From an optimization exercise on the open Yosys and OpenROAD flow, aimed at small area; shortcuts taken in it are not production practice. Only simulation tests tie the RTL to the original design; equivalence was not proved. Power figures rest on the tool's default switching activity, not on a simulated workload.

`flow/design.v`:
```
package cius_pkg;
  localparam int unsigned HDR_LEN = 13;
  localparam int unsigned ADDR_W  = 3;
  localparam logic [39:0] MAGIC_VER = 40'h01_4F_34_54_52;
  localparam logic [1:0] PH_IDLE   = 2'd0;
  localparam logic [1:0] PH_HEADER = 2'd1;
  localparam logic [1:0] PH_FS     = 2'd2;
  localparam logic [1:0] PH_FW     = 2'd3;
  localparam logic [1:0] DEST_HEADER  = 2'd0;
  localparam logic [1:0] DEST_FS      = 2'd1;
  localparam logic [1:0] DEST_FW      = 2'd2;
  localparam logic [1:0] DEST_DISCARD = 2'd3;
  localparam logic [2:0] EV_NONE      = 3'd0;
  localparam logic [2:0] EV_HEADER_OK = 3'd1;
  localparam logic [2:0] EV_FS_DONE   = 3'd2;
  localparam logic [2:0] EV_DONE      = 3'd3;
  localparam logic [2:0] EV_BAD_MAGIC = 3'd4;
  localparam logic [2:0] EV_MISMATCH  = 3'd5;
  localparam logic [2:0] EV_TOO_SMALL = 3'd6;
endpackage
module cius_cfg (
  input  logic        clk,
  input  logic        rst,
  input  logic        psel,
  input  logic        penable,
  input  logic        pwrite,
  input  logic [2:0]  paddr,
  input  logic [31:0] pwdata,
  output logic [31:0] prdata,
  output logic        pready,
  output logic [31:0] expected_total
);
  assign pready = 1'b1;
  assign prdata = paddr[2] ? 32'd0 : expected_total;
  always_ff @(posedge clk) begin
    if (rst) begin
      expected_total <= 32'd0;
    end else if (psel && penable && pwrite && !paddr[2]) begin
      expected_total <= pwdata;
    end
  end
endmodule
import cius_pkg::*;
module cius_step (
  input  logic [1:0]  phase,
  input  logic [31:0] off,
  input  logic [31:0] lo,
  input  logic [31:0] hi,
  input  logic        mg,
  input  logic [2:0]  ev,
  input  logic [31:0] expected_total,
  input  logic [7:0]  data_byte,
  input  logic        first_byte,
  output logic [1:0]  phase_nxt,
  output logic [31:0] off_nxt,
  output logic [31:0] lo_nxt,
  output logic [31:0] hi_nxt,
  output logic        mg_nxt,
  output logic [2:0]  ev_nxt,
  output logic [1:0]  dest_nxt
);
  logic        too_small;
  logic [1:0]  ph;
  logic        seg_start;
  logic        zero_off;
  logic [31:0] inc;
  logic [31:0] o;
  logic        pos4;
  logic        pos12;
  logic [31:0] fs_len;
  logic [31:0] fw_len;
  logic        fs_last;
  logic        fw_done;
  assign too_small = (expected_total <= 32'(HDR_LEN));
  assign ph        = first_byte ? (too_small ? PH_IDLE : PH_HEADER) : phase;
  assign seg_start = (ev == EV_HEADER_OK) || (ev == EV_FS_DONE);
  assign zero_off  = first_byte || (ph == PH_IDLE) || seg_start;
  logic [3:0] off_bp;
  always_comb begin
    logic c;
    for (int b = 0; b < 4; b++) off_bp[b] = &off[8*b +: 8];
    for (int b = 0; b < 4; b++) begin
      c = 1'b1;
      for (int j = 0; j < b; j++) c = c & off_bp[j];
      for (int i = 8*b; i < 8*b + 8; i++) begin
        inc[i] = off[i] ^ c;
        c      = c & off[i];
      end
    end
  end
  assign o = zero_off ? 32'd0 : inc;
  assign pos4  = !first_byte && (off[3:0] == 4'd3);
  assign pos12 = !first_byte && (off[3:0] == 4'd11);
  assign fs_len = {hi[7:0], lo[31:8]};
  assign fw_len = {data_byte, hi[31:8]};
  localparam logic [33:0] SUM_K = 34'h3_FFFF_FFF2;
  logic [33:0] sx, sy, sz, su, sv;
  logic        sum_ok;
  assign sx = {2'b00, fs_len};
  assign sy = {2'b00, fw_len};
  assign sz = ~{2'b00, expected_total};
  assign su = sx ^ sy ^ sz;
  assign sv = {(sx[32:0] & sy[32:0]) | (sx[32:0] & sz[32:0]) | (sy[32:0] & sz[32:0]), 1'b0};
  always_comb begin
    sum_ok = !(su[0] ^ sv[0] ^ SUM_K[0]);
    for (int i = 1; i < 34; i++)
      sum_ok = sum_ok && ((su[i] ^ sv[i] ^ SUM_K[i])
                          == (SUM_K[i-1] ? (su[i-1] & sv[i-1]) : (su[i-1] | sv[i-1])));
  end
  logic [31:0] dl;
  logic        add2_eq;
  assign dl = off ^ lo;
  always_comb begin
    add2_eq = !dl[0] && dl[1];
    for (int i = 2; i < 32; i++)
      add2_eq = add2_eq && (dl[i] == (dl[i-1] && off[i-1]));
  end
  assign fs_last = seg_start ? (lo == 32'd1) : add2_eq;
  always_comb begin
    logic ge;
    ge = 1'b1;
    for (int i = 0; i < 32; i++)
      ge = (lo[i] && !expected_total[i]) || ((lo[i] == expected_total[i]) && ge);
    fw_done = ge;
  end
  logic [3:0]  k;
  logic [4:0]  lo_lsb;
  logic [31:0] lo_add;
  assign k      = fs_last ? 4'd14 : 4'd1;
  assign lo_lsb = {1'b0, lo[3:0]} + {1'b0, k};
  logic [3:0] lo_bp;
  always_comb begin
    logic c;
    for (int b = 0; b < 4; b++) lo_bp[b] = &lo[4 + 7*b +: 7];
    lo_add[3:0] = lo_lsb[3:0];
    for (int b = 0; b < 4; b++) begin
      c = lo_lsb[4];
      for (int j = 0; j < b; j++) c = c & lo_bp[j];
      for (int i = 4 + 7*b; i < 11 + 7*b; i++) begin
        lo_add[i] = lo[i] ^ c;
        c         = c & lo[i];
      end
    end
  end
  always_comb begin
    phase_nxt = ph;
    off_nxt   = o;
    lo_nxt    = lo;
    hi_nxt    = hi;
    mg_nxt    = mg;
    ev_nxt    = (first_byte && too_small) ? EV_TOO_SMALL : EV_NONE;
    dest_nxt  = DEST_DISCARD;
    case (ph)
      PH_HEADER: begin
        dest_nxt = DEST_HEADER;
        lo_nxt   = {hi[7:0], lo[31:8]};
        hi_nxt   = {data_byte, hi[31:8]};
        if (pos4) mg_nxt = ({data_byte, hi} == MAGIC_VER);
        if (pos12) begin
          if (!mg) begin
            ev_nxt    = EV_BAD_MAGIC;
            phase_nxt = PH_IDLE;
          end else if (fs_len == 32'd0 || fw_len == 32'd0
                       || !sum_ok) begin
            ev_nxt    = EV_MISMATCH;
            phase_nxt = PH_IDLE;
          end else begin
            ev_nxt    = EV_HEADER_OK;
            phase_nxt = PH_FS;
          end
        end
      end
      PH_FS: begin
        dest_nxt = DEST_FS;
        if (fs_last) begin
          ev_nxt    = EV_FS_DONE;
          phase_nxt = PH_FW;
          lo_nxt    = lo_add;
        end
      end
      PH_FW: begin
        dest_nxt = DEST_FW;
        lo_nxt   = lo_add;
        if (fw_done) begin
          ev_nxt    = EV_DONE;
          phase_nxt = PH_IDLE;
        end
      end
      default: begin
      end
    endcase
  end
endmodule
import cius_pkg::*;
module combined_image_upload_splitter_core (
  input  logic              clk,
  input  logic              rst,
  input  logic              psel,
  input  logic              penable,
  input  logic              pwrite,
  input  logic [2:0]        paddr,
  input  logic [31:0]       pwdata,
  output logic [31:0]       prdata,
  output logic              pready,
  input  logic              byte_valid,
  output logic              byte_ready,
  input  logic [7:0]        data_byte,
  input  logic              first_byte,
  output logic              result_valid,
  input  logic              result_ready,
  output logic [7:0]        data_out,
  output logic [1:0]        destination,
  output logic [31:0]       segment_offset,
  output logic [2:0]        event_res,
  output logic [31:0]       announced_length
);
  logic [31:0] expected_total;
  logic [1:0]  phase, phase_nxt;
  logic [31:0] off, off_nxt;
  logic [31:0] lo, lo_nxt;
  logic [31:0] hi, hi_nxt;
  logic        mg, mg_nxt;
  logic [2:0]  ev, ev_nxt;
  logic [1:0]  dest, dest_nxt;
  logic [7:0]  dout;
  logic        accept;
  cius_cfg u_cfg (
    .clk            (clk),
    .rst            (rst),
    .psel           (psel),
    .penable        (penable),
    .pwrite         (pwrite),
    .paddr          (paddr),
    .pwdata         (pwdata),
    .prdata         (prdata),
    .pready         (pready),
    .expected_total (expected_total)
  );
  cius_step u_step (
    .phase          (phase),
    .off            (off),
    .lo             (lo),
    .hi             (hi),
    .mg             (mg),
    .ev             (ev),
    .expected_total (expected_total),
    .data_byte      (data_byte),
    .first_byte     (first_byte),
    .phase_nxt      (phase_nxt),
    .off_nxt        (off_nxt),
    .lo_nxt         (lo_nxt),
    .hi_nxt         (hi_nxt),
    .mg_nxt         (mg_nxt),
    .ev_nxt         (ev_nxt),
    .dest_nxt       (dest_nxt)
  );
  assign byte_ready = !result_valid || result_ready;
  assign accept     = byte_valid && byte_ready;
  always_ff @(posedge clk) begin
    if (rst) begin
      phase        <= PH_IDLE;
      result_valid <= 1'b0;
    end else if (accept) begin
      phase        <= phase_nxt;
      result_valid <= 1'b1;
    end else if (result_ready) begin
      result_valid <= 1'b0;
    end
  end
  always_ff @(posedge clk) begin
    if (accept) begin
      off  <= off_nxt;
      lo   <= lo_nxt;
      hi   <= hi_nxt;
      mg   <= mg_nxt;
      ev   <= ev_nxt;
      dest <= dest_nxt;
      dout <= data_byte;
    end
  end
  assign data_out         = dout;
  assign destination      = dest;
  assign segment_offset   = off;
  assign event_res        = ev;
  assign announced_length = (ev == EV_HEADER_OK) ? lo :
                            (ev == EV_FS_DONE)   ? hi : 32'd0;
endmodule
```
`flow/flow/run.sh`:
```
#!/bin/bash
# The standard layout, with the smallest buffer as each port's buffer.
set -euo pipefail
export BUFFER_PORTS_ARGS="-buffer_cell sky130_fd_sc_hd__buf_1"
bash standard.sh > flow.log 2>&1
```
`flow/standard.sh`:
```
#!/bin/bash
# synth_recipe.tcl (not shown) runs the flow's synth.tcl, then flattens the netlist and writes it again
# the make line also repeats each setting of config.mk as NAME=value (left out here)
make -C /OpenROAD-flow-scripts/flow DESIGN_CONFIG=/design/flow/config.mk WORK_HOME=/design/flow/orfs CLKGATE_MAP_FILE= SYNTH_SCRIPT=/design/flow/synth_recipe.tcl "${@:-finish}"
```
`flow/config.mk`:
```
export PLATFORM = sky130hd
export DESIGN_NAME = combined_image_upload_splitter_core
export DESIGN_NICKNAME = combined_image_upload_splitter_core
export VERILOG_FILES = /design/flow/design.v
export SDC_FILE = /design/flow/constraint.sdc
export NUM_CORES = 4
export LEC_CHECK = 0
export CAP_MARGIN = 20
export CORE_MARGIN = 2
export CORE_UTILIZATION = 60
export CTS_BUF_LIST = sky130_fd_sc_hd__clkbuf_8
export SLEW_MARGIN = 20
```
`flow/constraint.sdc`:
```
create_clock -name core_clock -period 6.0 [get_ports {clk}]
set_input_delay 1.2000 -clock core_clock [delete_from_list [all_inputs] [get_ports {clk}]]
set_output_delay 1.2000 -clock core_clock [all_outputs]
set_load 0.01 [all_outputs]
```
==> flow_metrics.env, run 1 <==
export IMPL_status="finished clean"
export IMPL_tns_ns=0
export IMPL_hpwl_um=21800
export IMPL_cts_resized=0
export IMPL_ant_nets=0
export IMPL_numCtsBuffers=17
export IMPL_synth_edf_count=110
export IMPL_first_global_vias=7762
export IMPL_end_kind="register"
export IMPL_synth_seq_area_share_pct=39.8
export IMPL_final_setup_viol_count=0
export IMPL_skew_ns=0.00980
export IMPL_async_reset_ff_share_pct=0
export IMPL_antenna_cells=0
export IMPL_min_path_type="register to register"
export IMPL_cpMostUsedCell="ha_1"
export IMPL_synth_net_count=1198
export IMPL_ios=163
export IMPL_syn_to_final_growth_pct=12.8
export IMPL_crit_chain="inv_1, ha_1, xnor2_1, or4_4, nor4_4, a31oi_2, ha_1, fa_1, a21o_1, a21oi_1, or3_1, nor3_1, and2_1, ha_1, ha_1, ha_1, ha_1, ha_1, ha_1, xor2_1, nand2_1, o21ai_0"
export IMPL_min_period_ns=5.21
export IMPL_leakage_nw=4.59
export IMPL_reg2reg_setup_slack_ns=0.79
export IMPL_post_synth_top_count_cell="ha_1"
export IMPL_slew_viol_final=0
export IMPL_cts_sinks=145
export IMPL_netlist_top_cells_count="151 x ha_1, 118 x nand2_1, 110 x edfxtp_1"
export IMPL_drive_gt1_share_pct=5.35
export IMPL_worstMarginPinSlew_ns=1.00
export IMPL_critPathLaunchType="register"
export IMPL_nets=1363
export IMPL_critical_path_peak_fanout=7
export IMPL_cts_path_max_buffers=2
export IMPL_grt_pass1_wl_um=43700
export IMPL_worstPathRequired_ns=6.19
export IMPL_place_gp_congestion=0.970
export IMPL_io_buffers=159
export IMPL_synthCells=963
export IMPL_die_w_um=133
export IMPL_fill_cells=1360
export IMPL_cts_tree="yes"
export IMPL_max_cap_violations=0
export IMPL_grt_max_degree=46
export IMPL_worst_hold_path_num_cells=2
export IMPL_clk_latency_ns=0.45
export IMPL_final_hold_viol_count=0
export IMPL_synth_area_leaders="edfxtp_1 33%, ha_1 19%, dfxtp_1 7.0%"
export IMPL_fin_crit_sh_pct=86.8
export IMPL_rr_worst_depth=22
export IMPL_via_per_inst=5.88
export IMPL_relSlewSlack_pct=33.3
export IMPL_syn_avg_cell_area_um2=10.4
export IMPL_synthFlopType="edfxtp_1"
export IMPL_power_density_nw_per_um2=218
export IMPL_die_height_um=133
export IMPL_synth_area_leader_cell="edfxtp_1"
export IMPL_vias=8000
export IMPL_ys_warn_count=3
export IMPL_critical_path_max_stage_delay_ns=0.62
export IMPL_p_total_mw=2.47
export IMPL_row_count=47
export IMPL_clkTransAtPathRegs_ns=0.08
export IMPL_antenna_found_initial=0
export IMPL_die_area_um2=17800
export IMPL_synth_seq_cells=145
export IMPL_postCtsSetupBuffers=0
export IMPL_postCtsHoldBufs=0
export IMPL_drtIter0Drc=728
export IMPL_irDropWorstVdd_v=0.000155
export IMPL_rsz0062_at_grt="no"
export IMPL_root_buffer="clkbuf_8"
export IMPL_drtPass1Iterations=5
export IMPL_grt_overflow=0
export IMPL_syn_area_um2=10000
export IMPL_cts_max_level=4
export IMPL_synthDistinctLibCells=53
export IMPL_grt_use_total_pct=32.8
export IMPL_drc_errors=0
export IMPL_coreArea_um2=16500
export IMPL_start_util_pct=61.0
export IMPL_wirelength_um=28400
export IMPL_crit_slowest_cell="edfxtp_1"
export IMPL_critPathKind="register to register"
export IMPL_wire_per_inst_um=20.8
export IMPL_cp_arrival_ns=5.40
export IMPL_max_freq_mhz=192
export IMPL_yosysTopAreaCellShare_pct=32.9
==> area by class of cell <==
type / instances / area (um2) / share of cell area [%]
clock buffer: 17 / 234 / 2.06
timing repair buffer: 178 / 739 / 6.52
tap: 220 / 275 / 2.43
multi-input combinational: 700 / 5620 / 49.5
sequential: 145 / 4000 / 35.3
clock inverter: 15 / 145 / 1.28
inverter: 86 / 324 / 2.86
==> routing by layer <==
layer	track usage, %	wire length [um]
met4	11.8	841
met1	43.0	11800
met3	4.87	1770
met5	0	0
met2	55.6	13900
==> logic make-up after synthesis <==
family          Yosys count  share of synthesized area, %
compound gates          143                          9.30
xor+xnor                 71                          6.19
fa+ha+maj               184                          25.4
buf+inv                 118                          4.46
flops                   145                          39.8
other cells               1                        0.0373
simple gates            301                          14.8
==> power breakdown <==
group,internal (mW),switching (mW)
sequential,1.14,0.0746
combinational,0.196,0.296
clock,0.366,0.398
==> final timing paths <==
| path | end | start |
|---|---|---|
| max reg2reg | lo[31] | lo[18] |
| min reg2reg | u_cfg.expected_total[24] | u_cfg.expected_total[24] |
| min | u_cfg.expected_total[24] | u_cfg.expected_total[24] |
| max | lo[31] | lo[18] |
==> placed cells by master, fill, tap and decap left out, drive strengths merged, types with 4 or more instances in the layout <==
master  instances
dfxtp          35
edfxtp        110
nor4           28
a21o            5
xor2           56
nand2b          6
xnor2          15
nand4          31
or3             4
nor3            4
nor2           52
and3            4
ha            151
a22o           32
clkbuf         17
nand3          11
o21ai          35
buf           178
and2           29
a31oi           5
a21oi          45
inv            89
clkinv          8
nand2         118
fa             33
==> critical path, delay by kind of cell (launching register included) <==
kind                       cells  cell delay, ns
and+or+nand+nor                6            1.18
AOI/OAI and AO/OA              4            0.67
xor gates and xnor gates       2            0.27
buffers and inverters          1            0.16
adders and majority gates      9            2.06
DFF                            1            0.62
==> through the flow <==
step	setup WS (ns)	instances	hold slack [ns]	utilization [%]	instance area (um2)
2_1_floorplan	1.33	963	0.436	-	10000
3_3_place_gp	0.899	1329	0.444	66.5	11000
3_5_place_dp	0.834	1329	0.448	66.6	11000
4_1_cts	0.808	1361	0.460	68.9	11300
5_1_grt	0.510	1361	0.477	68.9	11300
6_report	0.793	1361	0.458	68.9	11300
==> registers in the layout, indices dropped and copies added (netlist names) <==
| signal | count |
|---|---|
| result_valid | 1 |
| ev | 3 |
| u_cfg.expected_total | 32 |
| dest | 2 |
| hi | 32 |
| phase | 2 |
| mg | 1 |
| off | 32 |
| dout | 8 |
| lo | 32 |
==> run 2: changes to the inputs <==
==> flow/flow/run.sh (replaced) <==
#!/bin/bash
set -euo pipefail
export BUFFER_PORTS_ARGS="-buffer_cell sky130_fd_sc_hd__buf_1"
export CTS_ARGS="-sink_clustering_enable -repair_clock_nets -buf_list sky130_fd_sc_hd__clkbuf_8 -dont_use_dummy_load -sink_clustering_size 30 -sink_clustering_max_diameter 80"
bash standard.sh > flow.log 2>&1
==> run 2 against run 1 <==
Compared with the run above:
- maximum frequency barely moved
- non-clock buffer count unchanged
- global-route usage rose by 0.066 points
- critical endpoint unchanged
- final area is 1.3% lower
- hold slack about the same
==> flow_metrics.env, run 2 <==
export IMPL_cp_arrival_ns=5.38
export IMPL_worstMarginPinSlew_ns=1.00
export IMPL_status="finished clean"
export IMPL_cts_max_level=4
export IMPL_postCtsHoldBufs=0
export IMPL_final_cell_count_no_fill=1346
export IMPL_final_hold_viol_count=0
export IMPL_slew_viol_final=0
export IMPL_grt_max_degree=46
export IMPL_synthCells=963
export IMPL_ant_nets=0
export IMPL_mostFrequentLayoutCells="159 x buf_1, 151 x ha_1, 118 x nand2_1, 110 x edfxtp_1, 84 x inv_1"
export IMPL_wire_per_inst_um=21.1
export IMPL_grt_pass1_wl_um=43700
export IMPL_io_buffers=159
export IMPL_drtPass1Iterations=5
export IMPL_dp_cells=1329
export IMPL_tns_ns=0
export IMPL_netlist_top_cells_count="151 x ha_1, 118 x nand2_1, 110 x edfxtp_1"
export IMPL_drc_errors=0
export IMPL_grt_overflow=0
export IMPL_place_gp_congestion=0.970
export IMPL_fill_cells=1373
export IMPL_die_area_um2=17800
export IMPL_min_period_ns=5.21
export IMPL_die_w_um=133
export IMPL_leakage_nw=4.52
export IMPL_vias=7908
export IMPL_critical_path_max_stage_delay_ns=0.61
export IMPL_synth_seq_area_share_pct=39.8
export IMPL_fin_crit_sh_pct=86.8
export IMPL_syn_avg_cell_area_um2=10.4
export IMPL_crit_slowest_cell="edfxtp_1"
export IMPL_coreArea_um2=16500
export IMPL_irDropWorstVdd_v=0.000154
export IMPL_first_global_vias=7699
export IMPL_nets=1363
export IMPL_drive_gt1_share_pct=4.35
export IMPL_end_kind="register"
export IMPL_place_ws_ns=0.834
export IMPL_syn_to_final_growth_pct=11.4
export IMPL_crit_buf_inv=1
export IMPL_antenna_cells=0
export IMPL_relSlewSlack_pct=33.3
export IMPL_grt_use_total_pct=32.8
export IMPL_synthFlopType="edfxtp_1"
export IMPL_cts_path_max_buffers=2
export IMPL_p_total_mw=2.29
export IMPL_skew_ns=0.0240
export IMPL_synth_edf_count=110
export IMPL_layout_setup_ws_ns=0.793
export IMPL_ys_warn_count=3
export IMPL_final_common_cell="buf_1"
export IMPL_synthDistinctLibCells=53
export IMPL_syn_area_um2=10000
export IMPL_cts_sinks=145
export IMPL_hpwl_um=21800
export IMPL_clkTransAtPathRegs_ns=0.07
export IMPL_max_freq_mhz=192
export IMPL_cts_resized=0
export IMPL_crit_family="adder cells"
export IMPL_final_setup_viol_count=0
export IMPL_die_height_um=133
export IMPL_wirelength_um=28300
export IMPL_post_synth_top_count_cell="ha_1"
export IMPL_critical_path_peak_fanout=7
export IMPL_critPathKind="register to register"
export IMPL_power_density_nw_per_um2=205
export IMPL_yosysTopAreaCellShare_pct=32.9
export IMPL_rsz0062_at_grt="no"
export IMPL_via_per_inst=5.88
export IMPL_synth_area_leaders="edfxtp_1 33%, ha_1 19%, dfxtp_1 7.0%"
export IMPL_root_buffer="clkbuf_8"
export IMPL_min_path_type="register to register"
export IMPL_start_util_pct=61.0
export IMPL_clk_latency_ns=0.45
export IMPL_cts_tree="yes"
export IMPL_postCtsSetupBuffers=0
export IMPL_antenna_found_initial=0
export IMPL_async_reset_ff_share_pct=0
export IMPL_numCtsBuffers=17
export IMPL_crit_chain="inv_1, ha_1, xnor2_1, or4_4, nor4_4, a31oi_2, ha_1, fa_1, a21o_1, a21oi_1, or3_1, nor3_1, and2_1, ha_1, ha_1, ha_1, ha_1, ha_1, ha_1, xor2_1, nand2_1, o21ai_0"
export IMPL_worstPathRequired_ns=6.18
export IMPL_cpMostUsedCell="ha_1"
export IMPL_synth_area_leader_cell="edfxtp_1"
export IMPL_max_cap_violations=0
export IMPL_row_count=47
export IMPL_drtIter0Drc=752
export IMPL_synth_seq_cells=145
export IMPL_ios=163
export IMPL_synth_net_count=1198
export IMPL_critPathLaunchType="register"
export IMPL_fin_util_pct=68.0
run 2: cell counts after synthesis:
No cell type changed its count.
run 2: area by class of cell:
| cell class | count | area [um2] | area share (%) |
|---|---|---|---|
| clock buffer | 17 | 234 | 2.09 |
| timing repair buffer | 178 | 739 | 6.61 |
| multi-input combinational | 700 | 5620 | 50.2 |
| sequential | 145 | 4000 | 35.8 |
| tap | 220 | 275 | 2.46 |
| inverter | 86 | 324 | 2.89 |
run 2: cell families after synthesis:
| group | count (synthesis) | synth area share [%] |
|---|---|---|
| buf+inv | 118 | 4.46 |
| simple gates | 301 | 14.8 |
| flops | 145 | 39.8 |
| xor+xnor | 71 | 6.19 |
| other cells | 1 | 0.0373 |
| compound gates | 143 | 9.30 |
| fa+ha+maj | 184 | 25.4 |
run 2: per-layer routing:
| metal | global-route usage (%) | part of all wire [%] |
|---|---|---|
| met1 | 43.5 | 41 |
| met2 | 55.5 | 49 |
| met3 | 4.64 | 6.5 |
| met4 | 11.6 | 2.8 |
| met5 | 0 | 0 |
run 2: metrics by stage:
step | hold WS [ns] | instance area, um2
after floorplan | 0.436 | 10000
after global placement | 0.444 | 11000
after detailed placement | 0.448 | 11000
after CTS | 0.458 | 11200
after global routing | 0.476 | 11200
final | 0.457 | 11200
run 2: path summary, 6_finish.rpt:
path / start / endpoint / slack [ns] / depth (start not counted)
setup reg to reg: lo[18] / lo[31] / 0.79 / 22
hold reg to reg: u_cfg.expected_total[24] / u_cfg.expected_total[24] / 0.46 / 2
setup / recovery: lo[18] / lo[31] / 0.79 / 22
hold / removal: u_cfg.expected_total[24] / u_cfg.expected_total[24] / 0.46 / 2
run 2: worst min-delay path, cell delays in order, from the launching register on:
cell and delay [ns]:
dfxtp_1 0.31, nand2_1 0.05, a21oi_1 0.05
run 2: power by group:
| part | total (mW) | switching, mW | internal [mW] | leakage [nW] |
|---|---|---|---|---|
| combinational | 0.492 | 0.296 | 0.196 | 3.06 |
| sequential | 1.22 | 0.0744 | 1.14 | 1.34 |
| clock | 0.584 | 0.334 | 0.250 | 0.122 |
| total | 2.29 | 0.704 | 1.59 | 4.52 |
==> run 3: changes to the inputs <==
==> flow/flow/run.sh (replaced) <==
#!/bin/bash
# The standard layout, with the smallest buffer as each port's buffer and no dummy clock loads.
set -euo pipefail
export BUFFER_PORTS_ARGS="-buffer_cell sky130_fd_sc_hd__buf_1"
export CTS_ARGS="-sink_clustering_enable -repair_clock_nets -buf_list sky130_fd_sc_hd__clkbuf_8 -dont_use_dummy_load"
bash standard.sh > flow.log 2>&1
==> run 3 against run 2 <==
Compared with the run above:
- sequential power about the same
- final area unchanged
- highest routed layer unchanged
- combinational power about the same
- critical endpoint unchanged
- still clean
==> flow_metrics.env, run 3 <==
export IMPL_cts_tree="yes"
export IMPL_start_util_pct=61.0
export IMPL_ant_nets=0
export IMPL_first_global_vias=7699
export IMPL_via_per_inst=5.88
export IMPL_max_cap_violations=0
export IMPL_critical_path_max_stage_delay_ns=0.61
export IMPL_cts_sinks=145
export IMPL_clk_latency_ns=0.45
export IMPL_min_period_ns=5.21
export IMPL_numCtsBuffers=17
export IMPL_grt_pass1_wl_um=43700
export IMPL_yosysTopAreaCellShare_pct=32.9
export IMPL_synth_area_leader_cell="edfxtp_1"
export IMPL_final_setup_viol_count=0
export IMPL_antenna_found_initial=0
export IMPL_skew_ns=0.0240
export IMPL_synth_seq_cells=145
export IMPL_end_kind="register"
export IMPL_drc_errors=0
export IMPL_synthDistinctLibCells=53
export IMPL_rsz0062_at_grt="no"
export IMPL_postCtsSetupBuffers=0
export IMPL_crit_family="adder cells"
export IMPL_hpwl_um=21800
export IMPL_mostFrequentLayoutCells="159 x buf_1, 151 x ha_1, 118 x nand2_1, 110 x edfxtp_1, 84 x inv_1"
export IMPL_wirelength_um=28300
export IMPL_final_common_cell="buf_1"
export IMPL_syn_area_um2=10000
export IMPL_antenna_cells=0
export IMPL_irDropWorstVdd_v=0.000154
export IMPL_coreArea_um2=16500
export IMPL_critical_path_peak_fanout=7
export IMPL_grt_use_total_pct=32.8
export IMPL_io_buffers=159
export IMPL_die_height_um=133
export IMPL_critPathLaunchType="register"
export IMPL_slew_viol_final=0
export IMPL_drive_gt1_share_pct=4.35
export IMPL_row_count=47
export IMPL_status="finished clean"
export IMPL_critPathKind="register to register"
export IMPL_cpMostUsedCell="ha_1"
export IMPL_drtIter0Drc=752
export IMPL_crit_chain="inv_1, ha_1, xnor2_1, or4_4, nor4_4, a31oi_2, ha_1, fa_1, a21o_1, a21oi_1, or3_1, nor3_1, and2_1, ha_1, ha_1, ha_1, ha_1, ha_1, ha_1, xor2_1, nand2_1, o21ai_0"
export IMPL_grt_overflow=0
export IMPL_leakage_nw=4.52
export IMPL_drtPass1Iterations=5
export IMPL_tns_ns=0
export IMPL_syn_to_final_growth_pct=11.4
export IMPL_wire_per_inst_um=21.1
export IMPL_relSlewSlack_pct=33.3
export IMPL_final_hold_viol_count=0
export IMPL_worstMarginPinSlew_ns=1.00
export IMPL_cts_max_level=4
export IMPL_syn_avg_cell_area_um2=10.4
export IMPL_min_path_type="register to register"
export IMPL_fin_util_pct=68.0
export IMPL_max_freq_mhz=192
export IMPL_synth_seq_area_share_pct=39.8
export IMPL_fin_crit_sh_pct=86.8
export IMPL_worstPathRequired_ns=6.18
export IMPL_ios=163
export IMPL_synth_edf_count=110
export IMPL_postCtsHoldBufs=0
export IMPL_synthCells=963
export IMPL_power_density_nw_per_um2=205
export IMPL_ys_warn_count=3
export IMPL_cts_path_max_buffers=2
export IMPL_die_area_um2=17800
export IMPL_place_gp_congestion=0.970
export IMPL_grt_max_degree=46
export IMPL_nets=1363
export IMPL_vias=7908
export IMPL_clkTransAtPathRegs_ns=0.07
export IMPL_synthFlopType="edfxtp_1"
export IMPL_crit_buf_inv=1
export IMPL_async_reset_ff_share_pct=0
export IMPL_root_buffer="clkbuf_8"
export IMPL_synth_area_leaders="edfxtp_1 33%, ha_1 19%, dfxtp_1 7.0%"
export IMPL_synth_net_count=1198
export IMPL_cp_arrival_ns=5.38
export IMPL_crit_slowest_cell="edfxtp_1"
export IMPL_cts_resized=0
export IMPL_post_synth_top_count_cell="ha_1"
export IMPL_netlist_top_cells_count="151 x ha_1, 118 x nand2_1, 110 x edfxtp_1"
export IMPL_die_w_um=133
==> run 3: cell counts after synthesis <==
No cell type changed its count.
==> run 3: area by class of cell <==
type	instances	area, um2
clock buffers	17	234
fillers	1373	5270
repair buffers	178	739
multi-input cells	700	5620
flip-flops and latches	145	4000
inverters	86	324
well taps	220	275
==> run 3: final timing paths <==
kind	from	to	slack, ns	cells after the start
min reg2reg	u_cfg.expected_total[24]	u_cfg.expected_total[24]	0.46	2
min	u_cfg.expected_total[24]	u_cfg.expected_total[24]	0.46	2
max	lo[18]	lo[31]	0.79	22
max reg2reg	lo[18]	lo[31]	0.79	22
==> run 3: cell families after synthesis <==
kind of cell | synth area share [%]
simple gates | 14.8
fa+ha+maj | 25.4
flops | 39.8
compound gates | 9.30
buf+inv | 4.46
xor+xnor | 6.19
other cells | 0.0373
==> run 3: metrics by stage <==
step / std cells / hold slack [ns] / area [um2] / total power, mW / worst slack, ns
after floorplan: 963 / 0.436 / 10000 / 1.54 / 1.33
after global placement: 1329 / 0.444 / 11000 / 1.72 / 0.899
after detailed placement: 1329 / 0.448 / 11000 / 1.73 / 0.834
after CTS: 1346 / 0.458 / 11200 / 2.30 / 0.813
after global routing: 1346 / 0.476 / 11200 / 2.40 / 0.496
final: 1346 / 0.457 / 11200 / 2.29 / 0.793
==> run 3: power breakdown <==
group | switching [mW] | total, mW | internal, mW
Clock | 0.334 | 0.584 | 0.250
Sequential | 0.0744 | 1.22 | 1.14
Combinational | 0.296 | 0.492 | 0.196
Total | 0.704 | 2.29 | 1.59
==> run 3: worst reg2reg max path: cells and delay by family (launching register included) <==
| family | cells | cell delay, ns |
|---|---|---|
| adder cells (fa/ha/maj) | 9 | 2.08 |
| XOR/XNOR | 2 | 0.27 |
| flip-flops | 1 | 0.61 |
| AND/OR/NAND/NOR | 6 | 1.18 |
| AO/OA/AOI/OAI | 4 | 0.66 |
| buffers and inverters | 1 | 0.16 |
==> run 3: metal layers <==
metal	up-vias	global-route usage (%)	wire length, um
met5	-	0	0
li1	3734	-	-
met2	318	55.5	14000
met4	0	11.6	801
met3	47	4.64	1830
met1	3809	43.5	11700
==> run 4: changes to the inputs <==
--- a/flow/design.v
+++ b/flow/design.v
@@ -122,3 +122,3 @@
     for (int i = 0; i < 32; i++)
-      ge = (lo[i] && !expected_total[i]) || ((lo[i] == expected_total[i]) && ge);
+      ge = (lo[i] & ~expected_total[i]) | ((lo[i] | ~expected_total[i]) & ge);
     fw_done = ge;
--- a/flow/config.mk
+++ b/flow/config.mk
@@ -11,2 +11,3 @@
 export CTS_BUF_LIST = sky130_fd_sc_hd__clkbuf_8
+export GPL_TIMING_DRIVEN = 0
 export SLEW_MARGIN = 20
==> run 4 against run 3 <==
Compared with the run above:
- core utilization rose by 1.0 points
- clock power barely moved
- combinational power rose by 13%
- die area fell by 1.8%
- largest power group unchanged
==> flow_metrics.env, run 4 <==
export IMPL_wirelength_um=30600
export IMPL_clk_latency_ns=0.47
export IMPL_ios=163
export IMPL_crit_chain="inv_1, ha_1, xnor2_1, or4_4, nor4_2, a31oi_1, inv_1, fa_1, a21o_1, a21oi_1, or4_1, nor3_1, and2_1, ha_1, ha_1, ha_1, ha_1, ha_1, ha_1, xor2_1, nand2_1, o21ai_0"
export IMPL_io_buffers=158
export IMPL_irDropWorstVdd_v=0.000159
export IMPL_die_height_um=132
export IMPL_leakage_nw=4.35
export IMPL_worstPathRequired_ns=6.19
export IMPL_max_freq_mhz=185
export IMPL_cpMostUsedCell="ha_1"
export IMPL_final_common_cell="buf_1"
export IMPL_crit_slowest_cell="or4_1"
export IMPL_hp_start="u_cfg.expected_total[12]"
export IMPL_min_period_ns=5.41
export IMPL_antenna_found_initial=0
export IMPL_cts_max_level=4
export IMPL_syn_area_um2=9870
export IMPL_netlist_top_cells_count="126 x nand2_1, 120 x ha_1, 110 x edfxtp_1"
export IMPL_die_w_um=132
export IMPL_synthDistinctLibCells=66
export IMPL_relSlewSlack_pct=28.3
export IMPL_worstReg2RegStart="lo[24]"
export IMPL_drtPass1Iterations=5
export IMPL_clkTransAtPathRegs_ns=0.08
export IMPL_grt_max_degree=35
export IMPL_drc_errors=0
export IMPL_critical_path_peak_fanout=6
export IMPL_grt_use_total_pct=35.1
export IMPL_drtIter0Drc=1058
export IMPL_wire_per_inst_um=22.8
export IMPL_final_setup_viol_count=0
export IMPL_die_area_um2=17500
export IMPL_via_per_inst=6.19
export IMPL_row_count=46
export IMPL_root_buffer="clkbuf_8"
export IMPL_ant_nets=0
export IMPL_yosysTopAreaCellShare_pct=33.5
export IMPL_numCtsBuffers=17
export IMPL_ys_warn_count=3
export IMPL_status="finished clean"
export IMPL_start_util_pct=61.7
export IMPL_fill_cells=1352
export IMPL_cts_tree="yes"
export IMPL_power_density_nw_per_um2=217
export IMPL_startpoint="lo[24]"
export IMPL_mostFrequentLayoutCells="161 x buf_1, 126 x nand2_1, 120 x ha_1, 110 x edfxtp_1, 77 x inv_1"
export IMPL_cts_resized=0
export IMPL_critPathLaunchType="register"
export IMPL_postCtsSetupBuffers=0
export IMPL_syn_avg_cell_area_um2=10.4
export IMPL_synth_net_count=1156
export IMPL_grt_pass1_wl_um=45800
export IMPL_end_kind="register"
export IMPL_synth_area_leaders="edfxtp_1 33%, ha_1 15%, dfxtp_1 7.1%"
export IMPL_syn_to_final_growth_pct=11.9
export IMPL_postCtsHoldBufs=0
export IMPL_critPathKind="register to register"
export IMPL_antenna_cells=0
export IMPL_fin_util_pct=69.0
export IMPL_cts_path_max_buffers=2
export IMPL_critical_path_max_stage_delay_ns=0.55
export IMPL_nets=1336
export IMPL_synthCells=952
export IMPL_fin_crit_sh_pct=90.2
export IMPL_synth_edf_count=110
export IMPL_cp_arrival_ns=5.60
export IMPL_drive_gt1_share_pct=3.19
export IMPL_async_reset_ff_share_pct=0
export IMPL_slew_viol_final=0
export IMPL_synth_area_leader_cell="edfxtp_1"
export IMPL_first_global_vias=7914
export IMPL_hpwl_um=24000
export IMPL_tns_ns=0
export IMPL_skew_ns=0.0294
export IMPL_max_cap_violations=0
export IMPL_place_gp_congestion=1.00
export IMPL_synth_seq_cells=145
export IMPL_rsz0062_at_grt="no"
export IMPL_coreArea_um2=16000
export IMPL_cts_sinks=145
export IMPL_grt_overflow=0
export IMPL_synthFlopType="edfxtp_1"
export IMPL_vias=8327
export IMPL_min_path_type="register to register"
export IMPL_synth_seq_area_share_pct=40.6
export IMPL_final_hold_viol_count=0
export IMPL_worstMarginPinSlew_ns=1.07
export IMPL_post_synth_top_count_cell="nand2_1"
-- run 4: path summary, 6_finish.rpt --
check	end	slack [ns]	cells past startpoint
setup / recovery	lo[31]	0.59	22
hold / removal	u_cfg.expected_total[12]	0.48	2
setup reg to reg	lo[31]	0.59	22
hold reg to reg	u_cfg.expected_total[12]	0.48	2
-- run 4: power breakdown --
part           switching, mW  internal (mW)
registers             0.0981           1.16
clock network          0.336          0.250
logic                  0.334          0.222
total                  0.768           1.63
-- run 4: logic make-up (layout without fill, tap and decap cells) --
group	after synthesis	count (layout)	synth area share, %
and+or+nand+nor	322	322	16.3
adders and majority gates	157	157	22.3
DFF	145	145	40.6
AOI/OAI and AO/OA	144	144	10.1
buffers and inverters	111	289	4.26
xor gates and xnor gates	72	72	6.39
other	1	1	0.0380
-- run 4: layer usage --
metal | track usage (%) | up-vias | wire length [um]
li1 | - | 3748 | -
met1 | 50.3 | 3992 | 12800
met2 | 53.1 | 521 | 13500
met3 | 6.50 | 66 | 3220
met4 | 13.4 | 0 | 1030
met5 | 0 | - | 0
-- run 4: final cells by class --
class                   count  area (um2)  share of cell area, %
repair buffers            161         661                   5.98
well taps                 216         270                   2.45
clock buffers              17         234                   2.12
inverters                  80         300                   2.72
flip-flops and latches    145        4000                   36.3
plain buffers              31         120                   1.09
multi-input cells         696        5450                   49.4
-- run 4: critical path: cells and delay by family, from the launching register on --
family	cells	cell delay, ns
DFF	1	0.51
and+or+nand+nor	6	2.04
adders and majority gates	8	1.42
buffers and inverters	2	0.45
AOI/OAI and AO/OA	4	0.50
xor gates and xnor gates	2	0.22
-- run 4: per-stage QoR --
stage	cells	hold slack, ns	total power, mW	instance area (um2)	worst slack (ns)
floorplan	952	0.445	1.60	9870	1.35
global placement	1326	0.456	1.80	10700	0.371
detailed placement	1329	0.463	1.82	10800	0.656
CTS	1346	0.474	2.39	11000	0.651
global route	1346	0.497	2.49	11000	0.321
finish	1346	0.478	2.40	11000	0.587
==> run 5: changes to the inputs <==
--- a/flow/config.mk
+++ b/flow/config.mk
@@ -7,2 +7,3 @@
 export LEC_CHECK = 0
+export ABC_AREA = 1
 export CAP_MARGIN = 20
@@ -11,3 +12,2 @@
 export CTS_BUF_LIST = sky130_fd_sc_hd__clkbuf_8
-export GPL_TIMING_DRIVEN = 0
 export SLEW_MARGIN = 20
==> run 5 against run 4 <==
Compared with the run above:
- total power increased by 6.6%
- core utilization decreased by 1.4 points
- register-to-register slack got worse by 0.07 ns
- worst setup slack got worse by 0.068 ns
- cell count increased by 12%
- clock skew decreased by 0.00097 ns
- first-iteration DRC count decreased by 11%
- hold slack improved by 0.012 ns
- largest cell class unchanged
- highest routed layer unchanged
==> flow_metrics.env, run 5 <==
export IMPL_row_count=47
export IMPL_synth_edf_count=110
export IMPL_leakage_nw=4.78
export IMPL_relSlewSlack_pct=27.7
export IMPL_drtIter0Drc=946
export IMPL_min_path_type="register to register"
export IMPL_place_gp_congestion=0.997
export IMPL_root_buffer="clkbuf_8"
export IMPL_die_area_um2=17900
export IMPL_synthCells=1126
export IMPL_numCtsBuffers=17
export IMPL_critPathLaunchType="register"
export IMPL_skew_ns=0.0284
export IMPL_synthDistinctLibCells=41
export IMPL_grt_use_total_pct=35.3
export IMPL_tns_ns=0
export IMPL_max_cap_violations=0
export IMPL_die_height_um=134
export IMPL_via_per_inst=5.93
export IMPL_max_freq_mhz=182
export IMPL_ios=163
export IMPL_ys_warn_count=3
export IMPL_critPathKind="register to register"
export IMPL_ant_nets=0
export IMPL_hpwl_um=24200
export IMPL_cp_arrival_ns=5.65
export IMPL_die_w_um=134
export IMPL_final_common_cell="buf_1"
export IMPL_multi_input_area_um2=5240
export IMPL_synth_net_count=1330
export IMPL_p_total_mw=2.55
export IMPL_yosysTopAreaCellShare_pct=32.8
export IMPL_async_reset_ff_share_pct=0
export IMPL_cts_resized=0
export IMPL_synthFlopType="edfxtp_1"
export IMPL_critical_path_peak_fanout=7
export IMPL_fill_cells=1410
export IMPL_worstPathRequired_ns=6.17
export IMPL_post_synth_top_count_cell="nand2_1"
export IMPL_start_util_pct=61.0
export IMPL_status="finished clean"
export IMPL_io_buffers=159
export IMPL_cts_path_max_buffers=2
export IMPL_antenna_cells=0
export IMPL_postCtsHoldBufs=0
export IMPL_postCtsSetupBuffers=0
export IMPL_coreArea_um2=16500
export IMPL_cts_tree="yes"
export IMPL_final_hold_viol_count=0
export IMPL_antenna_found_initial=0
export IMPL_syn_avg_cell_area_um2=8.96
export IMPL_grt_overflow=0
export IMPL_synth_seq_cells=145
export IMPL_hold_worst_slack_ns=0.490
export IMPL_wirelength_um=31000
export IMPL_final_setup_viol_count=0
export IMPL_first_global_vias=8200
export IMPL_clk_latency_ns=0.47
export IMPL_rsz0062_at_grt="no"
export IMPL_wire_per_inst_um=20.7
export IMPL_power_density_nw_per_um2=229
export IMPL_synth_area_leader_cell="edfxtp_1"
export IMPL_netlist_top_cells_count="141 x nand2_1, 132 x inv_1, 120 x ha_1"
export IMPL_synth_area_leaders="edfxtp_1 33%, ha_1 15%, dfxtp_1 6.9%"
export IMPL_nets=1489
export IMPL_drc_errors=0
export IMPL_mostFrequentLayoutCells="159 x buf_1, 141 x nand2_1, 130 x inv_1, 120 x ha_1, 118 x nor2_1"
export IMPL_drive_gt1_share_pct=7.72
export IMPL_grt_max_degree=65
export IMPL_synth_seq_area_share_pct=39.7
export IMPL_end_kind="register"
export IMPL_regArea_um2=4000
export IMPL_vias=8913
export IMPL_fin_crit_sh_pct=91.4
export IMPL_syn_to_final_growth_pct=10.7
export IMPL_drtPass1Iterations=5
export IMPL_slew_viol_final=0
export IMPL_worstMarginPinSlew_ns=1.08
export IMPL_min_period_ns=5.48
export IMPL_cts_max_level=4
export IMPL_grt_pass1_wl_um=46800
export IMPL_irDropWorstVdd_v=0.000160
export IMPL_cts_sinks=145
export IMPL_syn_area_um2=10100
export IMPL_clkTransAtPathRegs_ns=0.08
run 5: per-stage QoR:
stage | instances | util, % | setup WS [ns] | area (um2)
2_1_floorplan | 1126 | - | 1.29 | 10100
3_3_place_gp | 1486 | 66.2 | 0.821 | 10900
3_5_place_dp | 1486 | 66.2 | 0.723 | 10900
4_1_cts | 1503 | 67.6 | 0.686 | 11200
5_1_grt | 1503 | 67.6 | 0.225 | 11200
6_report | 1503 | 67.6 | 0.519 | 11200
run 5: worst paths after layout:
path         startpoint      to  slack, ns  cells after the start
min              hi[12]   hi[4]       0.49                      0
min reg2reg      hi[12]   hi[4]       0.49                      0
max reg2reg      lo[23]  lo[31]       0.52                     23
max              lo[23]  lo[31]       0.52                     23
run 5: layout make-up:
class | count | area share [%]
sequential | 145 | 35.9
clock buffer | 17 | 2.10
multi-input combinational | 756 | 46.9
timing repair buffer | 170 | 6.08
inverter | 195 | 6.60
tap | 220 | 2.47
run 5: power by group:
| group | total [mW] | switching (mW) | internal (mW) |
|---|---|---|---|
| Sequential | 1.26 | 0.0866 | 1.17 |
| Combinational | 0.716 | 0.457 | 0.259 |
| Clock | 0.583 | 0.333 | 0.249 |
| Total | 2.55 | 0.877 | 1.68 |
run 5: logic make-up (layout without fill, tap and decap cells):
kind of cell,Yosys count,count (layout),synth area share (%)
AOI/OAI and AO/OA,197,197,11.0
xor gates and xnor gates,36,36,3.13
adders and majority gates,153,153,21.4
buffers and inverters,225,382,8.46
DFF,145,145,39.7
other,1,1,0.0372
and+or+nand+nor,369,369,16.3
run 5: metal layers:
metal  vias to the layer above  share of wire, %  track usage, %
met5                         -                 0               0
met4                         0               3.0            12.8
met3                        68                11            7.15
met2                       532                43            53.6
met1                      4142                43            50.6
li1                       4171                 -               -
run 5: critical path, cell delays in order, from the launching register on:
cell and delay (ns):
edfxtp_1 0.57, inv_1 0.23, ha_1 0.34, nor2_1 0.06, or4_1 0.49, nor4_1 0.28
nand4_1 0.13, nor4_1 0.21, a41oi_1 0.15, ha_1 0.30, fa_1 0.41, a21oi_1 0.19
o21bai_1 0.12, nand2_1 0.13, nor3_1 0.11, and3_1 0.17, ha_1 0.18, ha_1 0.18
ha_1 0.18, ha_1 0.18, ha_1 0.17, ha_1 0.19, xnor2_1 0.13, o21ai_0 0.08
==> run 6: changes to the inputs <==
--- a/flow/flow/run.sh
+++ b/flow/flow/run.sh
@@ -5,2 +5,3 @@
 export CTS_ARGS="-sink_clustering_enable -repair_clock_nets -buf_list sky130_fd_sc_hd__clkbuf_8 -dont_use_dummy_load"
+export RECOVER_POWER=100
 bash standard.sh > flow.log 2>&1
--- a/flow/config.mk
+++ b/flow/config.mk
@@ -7,3 +7,2 @@
 export LEC_CHECK = 0
-export ABC_AREA = 1
 export CAP_MARGIN = 20
==> run 6 against run 5 <==
Compared with the run above:
- the layout now fails its checks (max-capacitance violations, max-slew violations)
- largest power group unchanged
- total power decreased by 7.4%
- largest cell class unchanged
- sequential share of layout area increased by 0.68 points
- worst setup slack got worse by 0.069 ns
- maximum frequency decreased by 1.2%
- clock power decreased by 2%
==> flow_metrics.env, run 6 <==
export IMPL_status="failed layout checks"
export IMPL_violations="max-capacitance violations, max-slew violations"
export IMPL_combinationalPowerShare_pct=23.1
export IMPL_crit_chain="inv_1, ha_1, xnor2_1, or4_2, nor4_1, a31oi_1, inv_1, fa_1, a21o_1, a21oi_1, or4_1, nor3_1, and2_1, ha_1, ha_1, ha_1, ha_1, ha_1, ha_1, xor2_1, nand2_1, o21ai_0"
export IMPL_critical_path_max_stage_delay_ns=0.65
export IMPL_grt_use_total_pct=33.5
export IMPL_post_synth_top_count_cell="nand2_1"
export IMPL_syn_area_um2=9870
export IMPL_power_density_nw_per_um2=216
export IMPL_drive_gt1_share_pct=3.67
export IMPL_synthCells=952
export IMPL_relSlewSlack_pct=-30.0
export IMPL_critPathLaunchType="register"
export IMPL_mostFrequentLayoutCells="155 x buf_1, 126 x nand2_1, 120 x ha_1, 110 x edfxtp_1, 78 x inv_1"
export IMPL_min_path_type="register to register"
export IMPL_clkTransAtPathRegs_ns=0.07
export IMPL_leakage_nw=4.33
export IMPL_coreArea_um2=16000
export IMPL_cts_max_level=4
export IMPL_syn_to_final_growth_pct=11.1
export IMPL_worstPathRequired_ns=6.17
export IMPL_p_total_mw=2.37
export IMPL_cellInternalPower_mw=1.62
export IMPL_antenna_found_initial=1
export IMPL_final_setup_viol_count=0
export IMPL_hpwl_um=22500
export IMPL_netlist_top_cells_count="126 x nand2_1, 120 x ha_1, 110 x edfxtp_1"
export IMPL_ant_nets=0
export IMPL_place_gp_congestion=0.991
export IMPL_cp_arrival_ns=5.72
export IMPL_start_util_pct=61.7
export IMPL_numCtsBuffers=17
export IMPL_ios=163
export IMPL_synth_area_leader_cell="edfxtp_1"
export IMPL_io_buffers=159
export IMPL_die_area_um2=17500
export IMPL_tns_ns=0
export IMPL_irDropWorstVdd_v=0.000138
export IMPL_ys_warn_count=3
export IMPL_crit_slowest_cell="or4_2"
export IMPL_final_hold_viol_count=0
export IMPL_max_freq_mhz=180
export IMPL_switching_power_mw=0.741
export IMPL_min_period_ns=5.55
export IMPL_die_w_um=132
export IMPL_synth_area_leaders="edfxtp_1 33%, ha_1 15%, dfxtp_1 7.1%"
export IMPL_first_global_vias=7660
export IMPL_crit_buf_inv=2
export IMPL_synthFlopType="edfxtp_1"
export IMPL_swShare_pct=31.3
export IMPL_postCtsSetupBuffers=0
export IMPL_root_buffer="clkbuf_8"
export IMPL_rsz0062_at_grt="no"
export IMPL_drtPass1Iterations=5
export IMPL_cpMostUsedCell="ha_1"
export IMPL_cts_sinks=145
export IMPL_wirelength_um=29000
export IMPL_clk_latency_ns=0.46
export IMPL_synth_seq_cells=145
export IMPL_pwr_share_clk_pct=24.3
export IMPL_max_cap_violations=5
export IMPL_final_common_cell="buf_1"
export IMPL_drtIter0Drc=879
export IMPL_slew_viol_final=187
export IMPL_postCtsHoldBufs=0
export IMPL_grt_max_degree=57
export IMPL_synth_edf_count=110
export IMPL_end_kind="register"
export IMPL_syn_avg_cell_area_um2=10.4
export IMPL_skew_ns=0.0384
export IMPL_worstMarginPinSlew_ns=1.95
export IMPL_row_count=46
export IMPL_wire_per_inst_um=21.8
export IMPL_vias=8006
export IMPL_stdcell_area_um2=11000
export IMPL_power_frac_seq_pct=52.6
export IMPL_yosysTopAreaCellShare_pct=33.5
export IMPL_via_per_inst=6.01
export IMPL_post_dp_cell_area_um2=10800
export IMPL_nets=1322
export IMPL_cts_path_max_buffers=2
export IMPL_cts_tree="yes"
export IMPL_synthDistinctLibCells=66
export IMPL_hold_worst_slack_ns=0.474
export IMPL_grt_pass1_wl_um=43800
export IMPL_die_height_um=132
export IMPL_critical_path_peak_fanout=6
export IMPL_synth_net_count=1156
export IMPL_async_reset_ff_share_pct=0
export IMPL_drc_errors=0
export IMPL_grt_overflow=0
export IMPL_fin_crit_sh_pct=92.5
export IMPL_critPathKind="register to register"
export IMPL_synth_seq_area_share_pct=40.6
export IMPL_cts_resized=0
export IMPL_crit_family="simple AND/OR/NAND/NOR gates"
[run 6: cell count changes after synthesis, moves of 30 or more]
cell     before  now
o21ai_1      34    1
a22o_1        0   32
nor2_1      119   49
and2_1        0   30
o22ai_1      53    6
xor2_1        8   54
inv_1       132   78
inv_2        61    2
[run 6: layout make-up]
class / count / area (um2)
Inverter: 80 / 300
Sequential cell: 145 / 4000
Tap cell: 216 / 270
Timing Repair Buffer: 178 / 717
Antenna cell: 1 / 2.50
Fill cell: 1358 / 5040
Multi-Input combinational cell: 696 / 5430
Clock buffer: 17 / 234
[run 6: worst register-to-register path, delay by kind of cell, from the launching register on]
family                     cells  cell delay, ns
and+or+nand+nor                6            2.12
adders and majority gates      8            1.49
DFF                            1            0.52
AOI/OAI and AO/OA              4            0.51
buffers and inverters          2            0.41
xor gates and xnor gates       2            0.22
[run 6: stage by stage]
| step | util (%) | worst slack, ns | cells |
|---|---|---|---|
| after detailed placement | 67.4 | 0.717 | 1315 |
| final | 68.5 | 0.450 | 1333 |
| after CTS | 68.8 | 0.700 | 1332 |
| after floorplan | - | 1.35 | 952 |
| after global placement | 67.3 | 0.779 | 1315 |
| after global routing | 68.5 | 0.191 | 1332 |
[run 6: power groups by stage]
stage	clock network, mW	registers, mW	logic [mW]
after global routing	0.614	1.25	0.608
final	0.574	1.25	0.546
after global placement	0	1.26	0.534
after detailed placement	0	1.26	0.543
after floorplan	0	1.24	0.358
after CTS	0.582	1.24	0.547
[run 6: path summary, 6_finish.rpt]
path,startpoint,to,slack (ns),depth (start not counted)
worst min-delay path,u_cfg.expected_total[0],u_cfg.expected_total[0],0.47,2
worst max register to register,lo[24],lo[31],0.45,22
worst min register to register,u_cfg.expected_total[0],u_cfg.expected_total[0],0.47,2
worst max-delay path,lo[24],lo[31],0.45,22
[run 6: metal layers]
| layer | up-vias | GRT usage (%) | wire length (um) |
|---|---|---|---|
| li1 | 3722 | - | - |
| met1 | 3760 | 46.3 | 12000 |
| met2 | 480 | 51.8 | 12900 |
| met3 | 44 | 9.07 | 3330 |
| met4 | 0 | 10.7 | 735 |
| met5 | - | 0 | 0 |
[run 6: logic make-up after synthesis]
group / synth area share [%]
simple gates: 16.3
fa+ha+maj: 22.3
flops: 40.6
compound gates: 10.1
buf+inv: 4.26
xor+xnor: 6.39
other cells: 0.0380
==> run 7: changes to the inputs <==
--- a/flow/flow/run.sh
+++ b/flow/flow/run.sh
@@ -5,3 +5,2 @@
 export CTS_ARGS="-sink_clustering_enable -repair_clock_nets -buf_list sky130_fd_sc_hd__clkbuf_8 -dont_use_dummy_load"
-export RECOVER_POWER=100
 bash standard.sh > flow.log 2>&1
==> run 7 against run 6 <==
Compared with the run above:
- now clean on timing, DRC and antenna
- count of clock-buffer cells in the layout is the same
- sequential power is essentially flat
- die area is the same
- cell count is essentially flat
- sequential cell count is the same
- wire length is essentially flat
- clock skew shrank 0.0014 ns
- register-to-register slack gained 0.18 ns
- synthesized area is the same
- via count grew 0.39%
==> flow_metrics.env, run 7 <==
export IMPL_ant_nets=0
export IMPL_final_cell_count_no_fill=1332
export IMPL_drtIter0Drc=935
export IMPL_worst_hold_path_num_cells=2
export IMPL_tns_ns=0
export IMPL_root_buffer="clkbuf_8"
export IMPL_rsz0062_at_grt="no"
export IMPL_yosysTopAreaCellShare_pct=33.5
export IMPL_worstHoldEndpoint="u_cfg.expected_total[0]"
export IMPL_max_cap_violations=0
export IMPL_netlist_top_cells_count="126 x nand2_1, 120 x ha_1, 110 x edfxtp_1"
export IMPL_synthDistinctLibCells=66
export IMPL_critical_path_peak_fanout=6
export IMPL_nets=1322
export IMPL_syn_area_um2=9870
export IMPL_synth_seq_cells=145
export IMPL_antenna_cells=0
export IMPL_clkTransAtPathRegs_ns=0.07
export IMPL_status="finished clean"
export IMPL_mostFrequentLayoutCells="159 x buf_1, 126 x nand2_1, 120 x ha_1, 110 x edfxtp_1, 77 x inv_1"
export IMPL_synth_seq_area_share_pct=40.6
export IMPL_drtPass1Iterations=5
export IMPL_synthCells=952
export IMPL_wl_met3_um=3130
export IMPL_die_height_um=132
export IMPL_postCtsHoldBufs=0
export IMPL_cts_path_max_buffers=2
export IMPL_wirelength_um=29000
export IMPL_coreArea_um2=16000
export IMPL_ys_warn_count=3
export IMPL_via_per_inst=6.03
export IMPL_clk_latency_ns=0.46
export IMPL_vias=8037
export IMPL_final_hold_viol_count=0
export IMPL_grt_pass1_wl_um=43800
export IMPL_drc_errors=0
export IMPL_grt_overflow=0
export IMPL_fin_crit_sh_pct=89.4
export IMPL_drive_gt1_share_pct=4.66
export IMPL_skew_ns=0.0369
export IMPL_final_setup_viol_count=0
export IMPL_worstReg2RegStart="lo[24]"
export IMPL_synth_area_leader_cell="edfxtp_1"
export IMPL_power_density_nw_per_um2=215
export IMPL_irDropWorstVdd_v=0.000140
export IMPL_io_buffers=159
export IMPL_wire_per_inst_um=21.8
export IMPL_worstPathRequired_ns=6.17
export IMPL_postCtsSetupBuffers=0
export IMPL_fill_cells=1348
export IMPL_wl_met1_um=12300
export IMPL_first_global_vias=7660
export IMPL_cts_tree="yes"
export IMPL_relSlewSlack_pct=28.5
export IMPL_cp_arrival_ns=5.54
export IMPL_place_ws_ns=0.717
export IMPL_end_kind="register"
export IMPL_critPathKind="register to register"
export IMPL_cts_max_level=4
export IMPL_ios=163
export IMPL_stdcell_area_um2=11000
export IMPL_max_freq_mhz=186
export IMPL_die_area_um2=17500
export IMPL_dp_cells=1315
export IMPL_hold_worst_slack_ns=0.474
export IMPL_synth_net_count=1156
export IMPL_grt_max_degree=57
export IMPL_final_common_cell="buf_1"
export IMPL_critPathLaunchType="register"
export IMPL_syn_avg_cell_area_um2=10.4
export IMPL_async_reset_ff_share_pct=0
export IMPL_row_count=46
export IMPL_cts_sinks=145
export IMPL_die_w_um=132
export IMPL_min_path_type="register to register"
export IMPL_start_util_pct=61.7
export IMPL_wl_met2_um=12900
export IMPL_antenna_found_initial=1
export IMPL_post_dp_cell_area_um2=10800
export IMPL_synthFlopType="edfxtp_1"
export IMPL_hp_start="u_cfg.expected_total[0]"
export IMPL_syn_to_final_growth_pct=11.6
export IMPL_worstMarginPinSlew_ns=1.06
export IMPL_grt_use_total_pct=33.5
export IMPL_leakage_nw=4.38
export IMPL_synth_area_leaders="edfxtp_1 33%, ha_1 15%, dfxtp_1 7.1%"
export IMPL_reg2reg_setup_slack_ns=0.63
export IMPL_numCtsBuffers=17
export IMPL_place_gp_congestion=0.991
export IMPL_post_synth_top_count_cell="nand2_1"
export IMPL_rr_worst_depth=22
export IMPL_layout_setup_ws_ns=0.634
export IMPL_hpwl_um=22500
export IMPL_cts_resized=0
export IMPL_min_period_ns=5.37
export IMPL_r2r_end="lo[31]"
export IMPL_routed_top_layer="met4"
export IMPL_slew_viol_final=0
export IMPL_synth_edf_count=110
-- run 7: cell families (layout without fill, tap and decap cells) --
| kind of cell | Yosys count | count (layout) | synth area share, % |
|---|---|---|---|
| xor+xnor | 72 | 72 | 6.39 |
| other cells | 1 | 1 | 0.0380 |
| flops | 145 | 145 | 40.6 |
| fa+ha+maj | 157 | 157 | 22.3 |
| compound gates | 144 | 144 | 10.1 |
| simple gates | 322 | 322 | 16.3 |
| buf+inv | 111 | 275 | 4.26 |
-- run 7: layout make-up --
type	count	area [um2]	share of cell area, %
clock buffer	17	234	2.12
sequential	145	4000	36.4
inverter	80	300	2.73
tap	216	270	2.45
timing repair buffer	178	739	6.72
multi-input combinational	696	5460	49.6
-- run 7: worst max-delay path by stage --
stage / startpoint / to / slack (ns) / depth (start not counted)
after CTS: lo[24] / lo[31] / 0.70 / 22
after floorplan: lo[24] / lo[31] / 1.35 / 22
after global routing: lo[24] / lo[31] / 0.37 / 22
final: lo[24] / lo[31] / 0.63 / 22
after global placement: lo[24] / lo[31] / 0.78 / 22
after detailed placement: lo[24] / lo[31] / 0.72 / 22
-- run 7: critical path, stage by stage, from the launching register on --
cell      delay [ns]
edfxtp_1        0.52
inv_1           0.17
ha_1            0.32
xnor2_1         0.16
or4_4           0.52
nor4_2          0.25
a31oi_1         0.22
inv_1           0.24
fa_1            0.24
a21o_1          0.12
a21oi_1         0.08
or4_1           0.56
nor3_1          0.35
and2_1          0.21
ha_1            0.15
ha_1            0.16
ha_1            0.16
ha_1            0.15
ha_1            0.14
ha_1            0.16
xor2_1          0.07
nand2_1         0.06
o21ai_0         0.08
-- run 7: where the power goes --
group | total (mW) | switching, mW | internal (mW)
logic | 0.551 | 0.332 | 0.220
clock network | 0.575 | 0.325 | 0.249
registers | 1.24 | 0.0867 | 1.16
-- run 7: metal layers --
layer  vias up  GRT usage (%)
met1      3817           46.3
met4         0           10.7
met3        43           9.07
li1       3718              -
met5         -              0
met2       459           51.8
-- run 7: through the flow --
step,util [%],power [mW]
after floorplan,-,1.60
after global placement,67.3,1.80
after detailed placement,67.4,1.81
after CTS,68.8,2.37
after global routing,68.8,2.48
final,68.8,2.37
==> run 8: changes to the inputs <==
--- a/flow/design.v
+++ b/flow/design.v
@@ -54,3 +54,4 @@
   output logic [1:0]  phase_nxt,
-  output logic [31:0] off_nxt,
+  output logic [31:0] off_inc,
+  output logic        off_zero,
   output logic [31:0] lo_nxt,
@@ -91,2 +92,4 @@
   assign o = zero_off ? 32'd0 : inc;
+  assign off_inc  = inc;
+  assign off_zero = zero_off;
   assign pos4  = !first_byte && (off[3:0] == 4'd3);
@@ -146,3 +149,2 @@
     phase_nxt = ph;
-    off_nxt   = o;
     lo_nxt    = lo;
@@ -218,3 +220,4 @@
   logic [1:0]  phase, phase_nxt;
-  logic [31:0] off, off_nxt;
+  logic [31:0] off, off_inc;
+  logic        off_zero;
   logic [31:0] lo, lo_nxt;
@@ -249,3 +252,4 @@
     .phase_nxt      (phase_nxt),
-    .off_nxt        (off_nxt),
+    .off_inc        (off_inc),
+    .off_zero       (off_zero),
     .lo_nxt         (lo_nxt),
@@ -270,4 +274,6 @@
   always_ff @(posedge clk) begin
+    off <= (off & {32{!accept}}) | (off_inc & {32{accept && !off_zero}});
+  end
+  always_ff @(posedge clk) begin
     if (accept) begin
-      off  <= off_nxt;
       lo   <= lo_nxt;
--- a/flow/config.mk
+++ b/flow/config.mk
@@ -7,3 +7,3 @@
 export LEC_CHECK = 0
-export CAP_MARGIN = 20
+export CAP_MARGIN = 0
 export CORE_MARGIN = 2
@@ -11,2 +11,2 @@
 export CTS_BUF_LIST = sky130_fd_sc_hd__clkbuf_8
-export SLEW_MARGIN = 20
+export SLEW_MARGIN = 0
==> run 8 against run 7 <==
Compared with the run above:
- count of clock-buffer cells in the layout unchanged
- largest power group unchanged
- critical path depth increased by 1
- worst setup slack got worse by 0.099 ns
- combinational power decreased by about 20%
- global-route usage increased by 1.9 points
- sequential cell count unchanged
- maximum frequency decreased by 1.8%
- register-to-register slack got worse by 0.099 ns
- cell count increased by 1.3%
- clock skew decreased by 0.0079 ns
- core utilization decreased by 0.27 points
- clock power increased by 2%
==> flow_metrics.env, run 8 <==
export IMPL_drc_errors=0
export IMPL_numCtsBuffers=17
export IMPL_ys_warn_count=3
export IMPL_worstPathRequired_ns=6.20
export IMPL_reg2reg_setup_slack_ns=0.53
export IMPL_start_util_pct=60.7
export IMPL_drtPass1Iterations=5
export IMPL_use_met1_pct=45.4
export IMPL_synth_compound_area_share_pct=13.3
export IMPL_crit_family="adder cells"
export IMPL_synth_xor_area_share_pct=6.22
export IMPL_gr_usage_met3_pct=5.82
export IMPL_grt_use_total_pct=35.4
export IMPL_mostFrequentLayoutCells="159 x buf_1, 130 x nand2_1, 120 x ha_1, 78 x inv_1, 78 x edfxtp_1"
export IMPL_final_common_cell="buf_1"
export IMPL_via_per_inst=6.10
export IMPL_cts_resized=0
export IMPL_nets=1339
export IMPL_ant_nets=0
export IMPL_syn_avg_cell_area_um2=9.98
export IMPL_syn_area_um2=9580
export IMPL_synthMuxAreaShare_pct=0
export IMPL_cts_tree="yes"
export IMPL_grtUsageMet2_pct=58.2
export IMPL_relSlewSlack_pct=18.2
export IMPL_cp_arrival_ns=5.66
export IMPL_wirelength_um=29600
export IMPL_drive_gt1_share_pct=5.47
export IMPL_async_reset_ff_share_pct=0
export IMPL_final_cell_count_no_fill=1349
export IMPL_hpwl_um=22700
export IMPL_die_area_um2=17000
export IMPL_leakage_nw=4.37
export IMPL_top_usage_layer="met2"
export IMPL_min_period_ns=5.47
export IMPL_synth_area_leader_cell="edfxtp_1"
export IMPL_fin_util_pct=68.5
export IMPL_root_buffer="clkbuf_8"
export IMPL_postCtsHoldBufs=0
export IMPL_first_global_vias=7539
export IMPL_power_density_nw_per_um2=202
export IMPL_p_total_mw=2.18
export IMPL_vias=8235
export IMPL_antenna_cells=0
export IMPL_synth_top_family_by_area="adder cells"
export IMPL_grt_pass1_wl_um=43700
export IMPL_min_path_type="register to register"
export IMPL_final_setup_viol_count=0
export IMPL_crit_slowest_cell="edfxtp_1"
export IMPL_max_freq_mhz=183
export IMPL_cts_sinks=145
export IMPL_max_cap_violations=0
export IMPL_critical_path_max_stage_delay_ns=0.51
export IMPL_synthCells=960
export IMPL_skew_ns=0.0290
export IMPL_postCtsSetupBuffers=0
export IMPL_synth_simple_area_share_pct=14.3
export IMPL_layout_setup_ws_ns=0.535
export IMPL_final_hold_viol_count=0
export IMPL_synth_seq_area_share_pct=38.5
export IMPL_coreArea_um2=15800
export IMPL_clk_latency_ns=0.46
export IMPL_clkTransAtPathRegs_ns=0.09
export IMPL_cpMostUsedCell="ha_1"
export IMPL_synth_seq_cells=145
export IMPL_wire_per_inst_um=22.0
export IMPL_rsz0062_at_grt="no"
export IMPL_synth_edf_count=78
export IMPL_tns_ns=0
export IMPL_synthAdderAreaFrac_pct=23.1
export IMPL_netlist_top_cells_count="130 x nand2_1, 120 x ha_1, 78 x edfxtp_1, 78 x inv_1, 67 x dfxtp_1"
export IMPL_crit_chain="inv_1, ha_1, xnor2_1, nor4_1, nand4_1, nor4_1, a21oi_2, ha_1, fa_1, a21o_1, a21oi_1, or3_1, nor3_1, and2_1, ha_1, ha_1, ha_1, ha_1, ha_1, ha_1, xor2_1, nand2_1, o21ai_0"
export IMPL_dp_cells=1332
export IMPL_io_buffers=159
export IMPL_critPathLaunchType="register"
export IMPL_cts_path_max_buffers=2
export IMPL_synth_net_count=1164
export IMPL_worstMarginPinSlew_ns=1.23
export IMPL_grt_overflow=0
export IMPL_place_gp_congestion=0.965
export IMPL_irDropWorstVdd_v=0.000141
export IMPL_antenna_found_initial=0
export IMPL_status="finished clean"
export IMPL_grt_max_degree=58
export IMPL_synthDistinctLibCells=59
export IMPL_synthFlopType="edfxtp_1"
export IMPL_drtIter0Drc=804
export IMPL_ios=163
export IMPL_row_count=46
export IMPL_critPathKind="register to register"
export IMPL_slew_viol_final=0
export IMPL_post_synth_top_count_cell="nand2_1"
export IMPL_end_kind="register"
export IMPL_place_ws_ns=0.559
export IMPL_yosysTopAreaCellShare_pct=24.5
export IMPL_critical_path_peak_fanout=6
export IMPL_die_w_um=130
export IMPL_crit_buf_inv=1
export IMPL_die_height_um=130
export IMPL_cts_max_level=4
export IMPL_syn_to_final_growth_pct=12.8
export IMPL_fin_crit_sh_pct=91.1
run 8: cell types whose count changed after synthesis, moves of 6 or more:
cell	previous run	this run
clkbuf_1	27	35
xor2_1	54	36
and2_1	30	2
o21ai_0	28	35
xnor2_1	18	32
a22o_1	32	59
dfxtp_1	35	67
edfxtp_1	110	78
nor4_1	27	33
nor2_1	49	42
run 8: final timing paths:
check                      startpoint                  endpoint  depth (start not counted)
max                            lo[26]                    lo[31]                         23
min          u_cfg.expected_total[13]  u_cfg.expected_total[13]                          2
max reg2reg                    lo[26]                    lo[31]                         23
min reg2reg  u_cfg.expected_total[13]  u_cfg.expected_total[13]                          2
run 8: logic make-up after synthesis:
logic type | after synthesis
AO/OA/AOI/OAI | 185
adder cells (fa/ha/maj) | 158
AND/OR/NAND/NOR | 286
buffers and inverters | 117
flip-flops | 145
XOR/XNOR | 68
other | 1
run 8: stage by stage:
step | hold WS (ns) | instance area [um2]
after floorplan | 0.436 | 9580
after global placement | 0.443 | 10600
after detailed placement | 0.447 | 10600
after CTS | 0.460 | 10800
after global routing | 0.494 | 10800
final | 0.459 | 10800
run 8: final cells by class:
type                    count  area (um2)
flip-flops and latches    145        3680
well taps                 216         270
clock buffers              17         234
multi-input cells         698        5470
inverters                  81         304
repair buffers            192         845
fillers                  1358        4960
run 8: power by group:
part           internal (mW)  leakage (nW)  total [mW]  switching (mW)
Combinational          0.173          2.97       0.442           0.269
Sequential              1.10          1.27        1.15          0.0530
Clock                  0.250         0.122       0.587           0.337
run 8: metal layers:
metal,vias to the layer above,wire [um],share of wire (%)
li1,3779,-,-
met1,3937,12000,41
met2,427,14000,47
met3,92,2140,7.2
met4,0,1430,4.8
met5,-,0,0
run 8: worst min-delay path, cell delays in order, from the launching register on:
cell and delay, ns:
dfxtp_1 0.32, nand2_1 0.05, a21oi_1 0.05
